This design comes from an exercise in tuning for small area, a short achievable clock period and few clock cycles per item on the open sky130 flow, not from production work. Only simulation tests tie the RTL to the original design; equivalence was not proved.

== run 1 ==
## terrain_elevation_color_ramp_top
module terrain_elevation_color_ramp_top (
    input  logic        aclk,
    input  logic        aresetn,
    input  logic        s_tvalid,
    output logic        s_tready,
    input  logic [31:0] s_tdata,
    output logic        m_tvalid,
    input  logic        m_tready,
    output logic [23:0] m_tdata,
    input  logic        psel,
    input  logic        penable,
    input  logic        pwrite,
    input  logic [2:0]  paddr,
    input  logic [31:0] pwdata,
    output logic [31:0] prdata,
    output logic        pready
);
Size: about 8,200 cells after synthesis, roughly 640 flip-flops, ~130 I/O pins, roughly 67,000 um2 of cells after synthesis.
export LEC_CHECK = 0
export ABC_AREA = 1
export CAP_MARGIN = 20
export CORE_MARGIN = 2
export CORE_UTILIZATION = 55
export SLEW_MARGIN = 20
create_clock -name core_clock -period 13.5 [get_ports {aclk}]
standard.sh (not shown) runs the stock make flow with config.mk's settings and CLKGATE_MAP_FILE= SYNTH_SCRIPT=/design/flow/synth_recipe.tcl, a recipe that flattens the netlist after the stock synthesis.
==> flow/flow/run.sh <==
#!/bin/bash
# The standard layout, with timing repair aimed at a 6.0 ns period instead
# of the 13.5 ns clock (the constraints themselves are unchanged), and port
# buffers that can drive their loads
set -euo pipefail
bash standard.sh SETUP_SLACK_MARGIN=7.5 \
    "BUFFER_PORTS_ARGS=-buffer_cell sky130_fd_sc_hd__buf_4" \
    finish > flow_make.log 2>&1
Testbench counts of run 1, summed over its fixed seeds: cycles 16,488, items 16,384.
diff inputs: run 1 => run 2
==> flow/flow/run.sh <==
#!/bin/bash
# The standard layout, with timing repair aimed at a 5.8 ns period instead
# of the 13.5 ns clock (the constraints themselves are unchanged), and port
# buffers that can drive their loads
set -euo pipefail
bash standard.sh SETUP_SLACK_MARGIN=7.7 \
    "BUFFER_PORTS_ARGS=-buffer_cell sky130_fd_sc_hd__buf_4" \
    finish > flow_make.log 2>&1
-- flow/config.mk --
<<< run 1, line 9
export CAP_MARGIN = 20
export CORE_MARGIN = 2
export CORE_UTILIZATION = 55
export SLEW_MARGIN = 20
>>> run 2, line 9
export CAP_MARGIN = 20
export CORE_MARGIN = 2
export CORE_UTILIZATION = 40
export CTS_BUF_LIST = sky130_fd_sc_hd__clkbuf_8
export CTS_CLUSTER_DIAMETER = 100
export CTS_CLUSTER_SIZE = 12
export SLEW_MARGIN = 20
Findings:
Sort run 2 and run 1 by share of cells above drive strength 1, ascending, and run 1 comes first. Number of standard cells in the layout, taps in and fillers out (run 2 vs. run 1) increases by a few percent. Compared run 2 vs run 1, and worst slack at placement is up in run 2. Relative to run 1, the via total after detailed routing measured on run 2 has increased slightly. Run 2 against run 1: worst setup slack went down, post-route fraction of the period consumed by the critical path closely matched the old numbers. Number of filler cells placed in the layout: run 2 vs run 1 up about 50%.
Here is what was changed in the inputs of run 3 compared with run 2.
==> flow/flow/run.sh <==
#!/bin/bash
# The standard layout, with timing repair aimed at a 6.0 ns period instead
# of the 13.5 ns clock (the constraints themselves are unchanged), and port
# buffers that can drive their loads
set -euo pipefail
bash standard.sh SETUP_SLACK_MARGIN=7.5 \
    "BUFFER_PORTS_ARGS=-buffer_cell sky130_fd_sc_hd__buf_4" \
    finish > flow_make.log 2>&1
-- flow/config.mk --
<<< run 2, line 10
export CORE_MARGIN = 2
export CORE_UTILIZATION = 40
export CTS_BUF_LIST = sky130_fd_sc_hd__clkbuf_8
export CTS_CLUSTER_DIAMETER = 100
export CTS_CLUSTER_SIZE = 12
export SLEW_MARGIN = 20
>>> run 3, line 10
export CORE_MARGIN = 2
export CORE_UTILIZATION = 40
export SLEW_MARGIN = 20
export TNS_END_PERCENT = 20
[summary]
Compared with run 2, in run 3 first-pass GRT wire length now sits higher; post-route worst setup slack now sits lower; proportion of cell area occupied by multi-input gates now sits lower.
Cmp run 3 and run 2 / CTS clock-pin slew for the worst setup and hold paths / higher: run 2

terrain_elevation_color_ramp_top again, from the RTL that the note above started with.
Design terrain_elevation_color_ramp_top, start of the top module:
module terrain_elevation_color_ramp_top (
    input  logic        aclk,
    input  logic        aresetn,
    input  logic        s_tvalid,
    output logic        s_tready,
    input  logic [31:0] s_tdata,
    output logic        m_tvalid,
    input  logic        m_tready,
    output logic [23:0] m_tdata,
    input  logic        psel,
    input  logic        penable,
    input  logic        pwrite,
    input  logic [2:0]  paddr,
    input  logic [31:0] pwdata,
    output logic [31:0] prdata,
    output logic        pready
);
Settings: LEC_CHECK=0, ABC_AREA=1, CAP_MARGIN=20, CORE_MARGIN=2, CORE_UTILIZATION=40, SLEW_MARGIN=20; clock period 13.5 ns.
==> flow/flow/run.sh <==
#!/bin/bash
# The standard layout, with timing repair aimed at a 6.0 ns period instead
# of the 13.5 ns clock (the constraints themselves are unchanged), and port
# buffers that can drive their loads
set -euo pipefail
bash standard.sh SETUP_SLACK_MARGIN=7.5 \
    "BUFFER_PORTS_ARGS=-buffer_cell sky130_fd_sc_hd__buf_4" \
    finish > flow_make.log 2>&1
Testbench counts at the start, summed over its fixed seeds: cycles 16,488, items 16,384.
Edit:
==> flow/flow/run.sh (replaced) <==
#!/bin/bash
# The standard layout, with timing repair aimed at a 5.9 ns period instead
# of the 13.5 ns clock (the constraints themselves are unchanged), and port
# buffers that can drive their loads
set -euo pipefail
bash standard.sh SETUP_SLACK_MARGIN=7.6 \
    "BUFFER_PORTS_ARGS=-buffer_cell sky130_fd_sc_hd__buf_4" \
    finish > flow_make.log 2>&1
CTS_BUF_LIST = sky130_fd_sc_hd__clkbuf_8   (was not set)
CTS_CLUSTER_DIAMETER = 100   (was not set)
CTS_CLUSTER_SIZE = 12   (was not set)
The new run went through all stages and came out clean.
Worst setup slack gains 86 ps.
Synthesized cell count does not change.
Cell area came out lower slightly.
Clock-buffer cell count came out lower by 36.
Wire length came out higher by a few percent.
Hold slack loses 65 ps.
Register-to-register slack gains 80 ps.
First-iteration DRC count came out higher by a few percent.
Edit:
==> flow/flow/run.sh (replaced) <==
#!/bin/bash
# The standard layout, with timing repair aimed at a 6.0 ns period instead
# of the 13.5 ns clock (the constraints themselves are unchanged), and port
# buffers that can drive their loads
set -euo pipefail
bash standard.sh SETUP_SLACK_MARGIN=7.5 \
    "BUFFER_PORTS_ARGS=-buffer_cell sky130_fd_sc_hd__buf_4" \
    finish > flow_make.log 2>&1
CAP_MARGIN = 10   (was 20)
CORE_UTILIZATION = 55   (was 40)
CTS_BUF_LIST = not set   (was sky130_fd_sc_hd__clkbuf_8)
CTS_CLUSTER_DIAMETER = not set   (was 100)
CTS_CLUSTER_SIZE = not set   (was 12)
PLACE_DENSITY = 0.7   (was not set)
SLEW_MARGIN = 10   (was 20)
=> The changed run ran to the end with no violations. Final cell count falls by 5.6%. Global-route usage grows by 7.7 points. Sequential share of layout area is about the same. Clock skew is lower by 55 ps. Die area decreases by 27%. Wire length came out lower by 3.0%.

## port drivers added, routing unchanged
How much do the figures lean on ideal ports? The routed layouts below were timed once more, with nothing changed but the port constraints.
Step 1: set_driving_cell puts a clkbuf_16 on aclk and a buf_2 on each other input, an assumption about the parent block.
Step 2, shift: input delay + t, output delay - t, t = (earliest + latest rising clock arrival at the registers) / 2. This alone moves slack from input paths to output paths.
Three values: ideal ports, drivers, drivers and shift; two values: the first two.
run	t, ns	setup slack, ns	hold WS [ns]	worst setup path after step 2	slew at the worst register clock pin (ns)
run 1	0.744	7.549 / 7.496 / 7.496	0.405 / 0.405 / 0.405	input to output	0.07 / 0.07
run 2	0.803	7.545 / 7.284 / 7.284	0.381 / 0.381 / 0.381	input to output	0.11 / 0.11
run 3	0.735	7.449 / 7.418 / 7.418	0.373 / 0.373 / 0.373	input to output	0.07 / 0.07
the first run of note 2	0.736	7.516 / 7.470 / 7.470	0.390 / 0.390 / 0.390	input to output	0.07 / 0.07
the second run of note 2	0.855	7.601 / 7.509 / 7.509	0.325 / 0.325 / 0.325	input to output	0.11 / 0.11
the third run of note 2	0.730	7.520 / 7.481 / 7.481	0.394 / 0.394 / 0.394	input to output	0.07 / 0.07
After both steps setup and hold are still met in every run listed. For run 2, which loses most, drivers alone change the setup slack by -0.261 ns; drivers and shift together by -0.261 ns.
